From an optimization exercise on the open Yosys and OpenROAD flow, aimed at small area; shortcuts taken in it are not production practice.
Function was checked by simulation only, so behaviour that the tests miss may differ from the original.
Power and IR drop assume default switching activity.

## job 101
==> flow/design.v <==
module aip_host_responder #(
  parameter int          DATAWIDTH = 32,
  parameter int          SIZE_Y    = 64,
  parameter int          SIZE_Z    = 64,
  parameter logic [31:0] IP_ID_VAL = 32'h1000500B
) (
  input  logic                      clk,
  input  logic                      rst_a,
  input  logic                      en_s,
  input  logic [DATAWIDTH-1:0]      data_in,
  output logic [DATAWIDTH-1:0]      data_out,
  input  logic                      write,
  input  logic                      read,
  input  logic                      start,
  input  logic [4:0]                conf_dbus,
  output logic                      int_req,
  output logic                      core_start,
  input  logic                      core_done,
  input  logic [$clog2(SIZE_Y)-1:0] core_y_addr,
  output logic [DATAWIDTH-1:0]      core_y_data,
  input  logic                      core_z_we,
  input  logic [$clog2(SIZE_Z)-1:0] core_z_addr,
  input  logic [DATAWIDTH-1:0]      core_z_data,
  output logic [DATAWIDTH-1:0]      conf_size_y
);
  localparam int AY = $clog2(SIZE_Y);
  localparam int AZ = $clog2(SIZE_Z);
  logic [DATAWIDTH-1:0] mem_y [SIZE_Y];
  logic [DATAWIDTH-1:0] mem_z [SIZE_Z];
  logic                 busy_q;
  logic [AY-1:0]        ptr_y_q;
  logic [AZ-1:0]        ptr_z_q;
  logic [DATAWIDTH-1:0] csize_q;
  logic [DATAWIDTH-1:0] dout_q;
  logic [DATAWIDTH-1:0] ydat_q;
  logic [7:0]           mask_q;
  logic [7:0]           flags_q;
  logic                 irq_q;
  logic                 cstart_q;
  logic wr, rd, st;
  logic sel_mmem_y, sel_amem_y, sel_mmem_z, sel_amem_z, sel_csize, sel_status, sel_ipid;
  assign wr = en_s & write;
  assign rd = en_s & read & ~write;
  assign st = en_s & start;
  assign sel_mmem_y = (conf_dbus == 5'd0);
  assign sel_amem_y = (conf_dbus == 5'd1);
  assign sel_mmem_z = (conf_dbus == 5'd2);
  assign sel_amem_z = (conf_dbus == 5'd3);
  assign sel_csize  = (conf_dbus == 5'd4);
  assign sel_status = (conf_dbus == 5'd30);
  assign sel_ipid   = (conf_dbus == 5'd31);
  logic [SIZE_Y-1:0] y_wsel, y_rsel;
  logic [SIZE_Z-1:0] z_wsel, z_rsel;
  always_comb begin
    for (int i = 0; i < SIZE_Y; i++) begin
      y_wsel[i] = (ptr_y_q == AY'(i));
      y_rsel[i] = (core_y_addr == AY'(i));
    end
    for (int i = 0; i < SIZE_Z; i++) begin
      z_wsel[i] = (core_z_addr == AZ'(i));
      z_rsel[i] = (ptr_z_q == AZ'(i));
    end
  end
  localparam int NGY = SIZE_Y / 3;
  localparam int NGZ = SIZE_Z / 3;
  logic [DATAWIDTH-1:0] y_rdata, z_rdata;
  logic [NGY-1:0][DATAWIDTH-1:0] y_grp;
  logic [NGZ-1:0][DATAWIDTH-1:0] z_grp;
  for (genvar g = 0; g < NGY; g++) begin : g_yrd
    for (genvar b = 0; b < DATAWIDTH; b++) begin : g_bit
      aip_aoi222 u_aoi (
        .a0(y_rsel[3*g]),   .b0(mem_y[3*g][b]),
        .a1(y_rsel[3*g+1]), .b1(mem_y[3*g+1][b]),
        .a2(y_rsel[3*g+2]), .b2(mem_y[3*g+2][b]),
        .y (y_grp[g][b])
      );
    end
  end
  for (genvar g = 0; g < NGZ; g++) begin : g_zrd
    for (genvar b = 0; b < DATAWIDTH; b++) begin : g_bit
      aip_aoi222 u_aoi (
        .a0(z_rsel[3*g]),   .b0(mem_z[3*g][b]),
        .a1(z_rsel[3*g+1]), .b1(mem_z[3*g+1][b]),
        .a2(z_rsel[3*g+2]), .b2(mem_z[3*g+2][b]),
        .y (z_grp[g][b])
      );
    end
  end
  always_comb begin
    y_rdata = '1;
    for (int g = 0; g < NGY; g++) y_rdata = y_rdata & y_grp[g];
    for (int i = 3*NGY; i < SIZE_Y; i++) y_rdata = y_rdata & ~(mem_y[i] & {DATAWIDTH{y_rsel[i]}});
    y_rdata = ~y_rdata;
    z_rdata = '1;
    for (int g = 0; g < NGZ; g++) z_rdata = z_rdata & z_grp[g];
    for (int i = 3*NGZ; i < SIZE_Z; i++) z_rdata = z_rdata & ~(mem_z[i] & {DATAWIDTH{z_rsel[i]}});
    z_rdata = ~z_rdata;
  end
  logic y_we;
  assign y_we = wr & sel_mmem_y;
  always_ff @(posedge clk) begin
    for (int i = 0; i < SIZE_Y; i++)
      if (y_we & y_wsel[i]) mem_y[i] <= data_in;
    for (int i = 0; i < SIZE_Z; i++)
      if (core_z_we & z_wsel[i]) mem_z[i] <= core_z_data;
  end
  always_ff @(posedge clk or negedge rst_a) begin
    if (!rst_a) begin
      busy_q   <= 1'b0;
      ptr_y_q  <= '0;
      ptr_z_q  <= '0;
      csize_q  <= '0;
      dout_q   <= '0;
      ydat_q   <= '0;
      mask_q   <= '0;
      flags_q  <= '0;
      irq_q    <= 1'b1;
      cstart_q <= 1'b0;
    end else begin
      cstart_q <= st & ~busy_q;
      if (st & ~busy_q) busy_q <= 1'b1;
      else if (core_done) busy_q <= 1'b0;
      if (wr & sel_mmem_y) ptr_y_q <= ptr_y_q + 1'b1;
      else if (wr & sel_amem_y) ptr_y_q <= data_in[AY-1:0];
      if (wr & sel_amem_z) ptr_z_q <= data_in[AZ-1:0];
      else if (rd & sel_mmem_z) ptr_z_q <= ptr_z_q + 1'b1;
      if (wr & sel_csize) csize_q <= data_in;
      if (wr & sel_status) mask_q <= data_in[23:16];
      flags_q[7:1] <= '0;
      flags_q[0] <= core_done | (flags_q[0] & ~(wr & sel_status & data_in[0]));
      if (rd) begin
        dout_q <= ({DATAWIDTH{sel_mmem_z}} & z_rdata)
                | ({DATAWIDTH{sel_status}} & {8'h00, mask_q, 7'h00, busy_q, flags_q})
                | ({DATAWIDTH{sel_ipid}}   & IP_ID_VAL);
      end
      ydat_q <= y_rdata;
      irq_q  <= ~|(flags_q & mask_q);
    end
  end
  assign data_out    = dout_q;
  assign int_req     = irq_q;
  assign core_start  = cstart_q;
  assign core_y_data = ydat_q;
  assign conf_size_y = csize_q;
endmodule
module aip_aoi222 (
  input  logic a0,
  input  logic b0,
  input  logic a1,
  input  logic b1,
  input  logic a2,
  input  logic b2,
  output logic y
);
  assign y = ~((a0 & b0) | (a1 & b1) | (a2 & b2));
endmodule
clock: 5.0 ns
lec_check: 0
cap_margin: 20
core_margin: 2
core_utilization: 70
cts_buf_list: sky130_fd_sc_hd__clkbuf_8
cts_cluster_diameter: 50
cts_cluster_size: 16
slew_margin: 20
synth_hierarchical: 1
run.sh (not shown) runs the stock make flow with config.mk's settings and CLKGATE_MAP_FILE= SYNTH_SCRIPT=/design/flow/synth_recipe.tcl, a recipe that flattens the netlist after the stock synthesis.
Edits applied to the flow inputs when going from job 101 to job 102:
- CTS_CLUSTER_DIAMETER removed (was 50)
- CTS_CLUSTER_SIZE removed (was 16)
- CTS_BUF_LIST removed (was sky130_fd_sc_hd__clkbuf_8)
==> flow/flow/run.sh (new file) <==
#!/bin/bash
# The standard layout, with two changes made through ORFS's own variables:
# - port buffers are the smallest buffer (buf_1) instead of the resizer's pick;
# - clock tree synthesis uses clkbuf_8 with 16-sink clusters and inserts no
#   dummy loads for balancing.
# make's output goes to standard_flow.log; each ORFS step writes its own log
# under orfs/logs/.
set -euo pipefail
export BUFFER_PORTS_ARGS="-buffer_cell sky130_fd_sc_hd__buf_1"
export CTS_ARGS="-sink_clustering_enable -repair_clock_nets -dont_use_dummy_load -buf_list sky130_fd_sc_hd__clkbuf_8 -sink_clustering_size 16 -sink_clustering_max_diameter 50"
bash standard.sh > standard_flow.log 2>&1
==> flow/standard.sh (new file) <==
#!/bin/bash
# synth_recipe.tcl (not shown) runs the flow's synth.tcl, then flattens the netlist and writes it again
# the make line also repeats each setting of config.mk as NAME=value (left out here)
make -C /OpenROAD-flow-scripts/flow DESIGN_CONFIG=/design/flow/config.mk WORK_HOME=/design/flow/orfs CLKGATE_MAP_FILE= SYNTH_SCRIPT=/design/flow/synth_recipe.tcl "${@:-finish}"
removed: flow/run.sh
Notes after the runs:
- Comparing job 101 and job 102, final non-filler cell area is higher on job 101.
- Comparing job 101 and job 102, the higher share of the clock period used by the worst path after layout was measured on job 101.
- As far as count of flip-flops with a built-in enable after synthesis goes, job 101 and job 102 are indistinguishable; the numbers are identical.
- Per the comparison of job 102 with job 101, first-pass GRT wire length now larger, required time of the worst setup path lower, final weighted congestion in routability-driven placement up 3.8%, met2 global-route usage now larger, clock power share moved down.
- Class of the most critical hold timing path: input port to async pin -> job 102, input port to flip-flop -> job 101
- Job 102 vs job 101 — pin count of the biggest net entering global routing rose about 25%.
- Going from job 101 to job 102, the antenna diode count was found to have gone up by 15.

## re-timing with driven ports
How much do the figures lean on ideal ports? The routed layouts below were timed once more, with nothing changed but the port constraints. Step 1 sets driving cells, clkbuf_16 on the clock port and buf_2 on the other inputs (assumed; they add their load-dependent delay and slew). Step 2 times the ports against the registers' clock, not the clock port: input delays grow and output delays shrink by t, the midpoint of the rising clock arrivals with the driver on. Three values: no drivers, after step 1, after step 2; two values: the first two.
run	t, ns	setup WS [ns]	latest minus earliest clock arrival (ns)	worst slew at a driven data input, ns
job 101	1.221	0.462 / 0.462 / -0.101	0.061 / 0.062	0.11
job 102	1.167	0.655 / 0.655 / -0.070	0.083 / 0.083	0.13
Met with ideal ports but missed after step 2: setup timing in job 101 and job 102. The setup slack of job 102, which loses most, moves by 0.000 ns with the drivers and by -0.725 ns with both steps.
